From an optimization exercise on the open Yosys and OpenROAD flow, aimed at a short achievable clock period, few clock cycles and low power; shortcuts taken in it are not production practice. Where RTL was checked, it was by simulation tests only, not by an equivalence proof against the original. No activity file was given, so power comes from the tool's default toggle rates.

the previous run:
==> flow/design.v (excerpt) <==
module mac_vector_engine (
  input logic clk,
  input logic reset_n,
  input logic start,
  input logic clear,
  input logic [9:0] vec_len,
  input logic signed [47:0] bias,
  input logic in_valid,
  input logic [35:0] in_a,
  input logic [35:0] in_b,
  input logic out_ready,
  output logic busy,
  output logic in_ready,
  output logic out_valid,
  output logic signed [17:0] out_data,
  output logic signed [47:0] out_acc,
  output logic acc_overflow
);
  localparam int NST = 2;    
  localparam int HOLD = 3;  
  logic busy_q, ir_q, pv_q, inf_q, ov_q, nf_q;
  logic [9:0] plen_q, rem_q;
  logic [$clog2(HOLD+1)-1:0] hc_q;
  logic [47:0] bias_q;
  logic res_done;
  wire cur = !nf_q;   
  wire pl0 = plen_q == 10'd0, pl1 = plen_q == 10'd1, pl2 = plen_q == 10'd2;
  wire r1 = rem_q == 10'd1, r2 = rem_q == 10'd2;
  wire pseudo = !cur && pv_q && pl0 && !inf_q;   
  wire [9:0] rem_m1 = (cur ? rem_q : plen_q) - 10'd1;
  wire blast_t = cur ? r1 : pl1;                 
  wire hc_hi = hc_q > 1;
  wire take = in_valid && ir_q;
  wire pop = ov_q && out_ready;
  wire accept = start && !busy_q;               
  wire vl0 = vec_len == 10'd0, vl1 = vec_len == 10'd1;
  wire infn = inf_q && !pop;
  wire consume = (take && !cur) || pseudo;      
  wire bfirst = consume;
  wire blast = pseudo || (take && blast_t);
  wire nl_t = cur ? (r1 ? (pv_q ? pl1 : (accept && vl1)) : r2) : (!pl1 && pl2);
  wire inf_t = blast_t || infn;
  wire nl_n = cur ? r1 : (pv_q ? pl1 : (accept && vl1));
  ...
For scale: roughly 3000 cells after synthesis, about 510 flip-flops, about 210 I/O pins.
Settings: LEC_CHECK=0, ABC_CLOCK_PERIOD_IN_PS=2900, CAP_MARGIN=20, CORE_MARGIN=2, CORE_UTILIZATION=60, CTS_BUF_LIST=sky130_fd_sc_hd__clkbuf_16, CTS_CLUSTER_DIAMETER=70, CTS_CLUSTER_SIZE=40, SETUP_SLACK_MARGIN=4.2, SLEW_MARGIN=20; clock period 7.0 ns.
run.sh (not shown) runs the stock make flow with config.mk's settings and CLKGATE_MAP_FILE= SYNTH_SCRIPT=/design/flow/synth_recipe.tcl, a recipe that flattens the netlist after the stock synthesis.
## Diff of input files: the current run against the previous run
diff --git a/flow/design.v b/flow/design.v
--- a/flow/design.v
+++ b/flow/design.v
@@ -2039,33 +2039,33 @@
     end
   end
   always_ff @(posedge clk) begin
     if (!busy_q) begin
       plen_q <= vec_len;
       bias_q <= bias;
     end
   end
   logic [35:0] a_q;
   logic [17:0] one_q, two_q, neg_q;
   logic rb_q;
   always_ff @(posedge clk) begin
-    a_q <= in_valid ? in_a : '0;
+    a_q <= take ? in_a : '0;
     rb_q <= take;
     for (int l = 0; l < 2; l++)
       for (int i = 0; i < 9; i++) begin
-        one_q[l*9+i] <= in_valid && (in_b[l*18+2*i] ^ (i == 0 ? 1'b0 : in_b[l*18+2*i-1]));
-        two_q[l*9+i] <= in_valid && (i == 0 ? (in_b[l*18+1] & ~in_b[l*18])
+        one_q[l*9+i] <= take && (in_b[l*18+2*i] ^ (i == 0 ? 1'b0 : in_b[l*18+2*i-1]));
+        two_q[l*9+i] <= take && (i == 0 ? (in_b[l*18+1] & ~in_b[l*18])
                                : ((in_b[l*18+2*i+1] & ~in_b[l*18+2*i] & ~in_b[l*18+2*i-1]) |
                                   (~in_b[l*18+2*i+1] & in_b[l*18+2*i] & in_b[l*18+2*i-1])));
-        neg_q[l*9+i] <= in_valid && in_b[l*18+2*i+1];
+        neg_q[l*9+i] <= take && in_b[l*18+2*i+1];
       end
   end
   logic [NST:0] fp_q, lp_q;
   always_ff @(posedge clk or negedge reset_n) begin
     if (!reset_n) lp_q <= '0;
     else if (clear) lp_q <= '0;
     else lp_q <= {lp_q[NST-1:0], blast};
   end
   always_ff @(posedge clk) fp_q <= {fp_q[NST-1:0], bfirst};
   wire fa_q = fp_q[NST], la_q = lp_q[NST];
   logic [2-1:0] fk_q, lk_q;
   always_ff @(posedge clk or negedge reset_n) begin
==> run notes <==
- ~same synthesized cell count in the previous run and the current run
- The current run ends up with a combinational power that is about 36% lower than in the previous run.
- Row post-route fraction of the period consumed by the critical path: the current run higher / the previous run lower
- Part of the Yosys area used for sequential elements: the current run higher than the previous run
- met1 capacity usage during global routing ends up higher on the current run.
- The final core utilization on the current run is in line with that on the previous run.
- Going from the previous run to the current run, met3 routed wirelength shrank by a few percent.
- Status: die outline width parity (the previous run, the current run)
- Number of cell instances on the worst register-to-register path was lower in the run labelled the previous run.
- In the current run the share of power burned in combinational logic turned out 8.9 points lower than in the previous run.
Testbench counts of the current run, summed over its fixed seeds: cycles 12,350.
For the previous run, only the layout was checked, not whether the RTL still works.

==> what the ideal ports hide <==
In the flow no input, the clock included, has a driving cell. The finished layouts below were timed again as built, in two steps.
Step 1, drivers: a clkbuf_16 drives clk and a buf_2 each remaining input, both assumed.
Step 2, shift: input delay + t, output delay - t, t = (earliest + latest rising clock arrival at the registers) / 2. This alone moves slack from input paths to output paths.
Three values: no drivers, after step 1, after step 2; two values: the first two.
run	t (ns)	slack for setup (ns)	clock arrival spread, ns	pins driven straight from the clock port
the previous run	0.699	4.154 / 4.154 / 3.734	0.032 / 0.033	1
the current run	0.683	4.141 / 4.141 / 3.713	0.041 / 0.041	1
After both steps setup and hold are still met in every run listed. The setup slack of the current run, which loses most, moves by 0.000 ns with the drivers and by -0.428 ns with both steps.
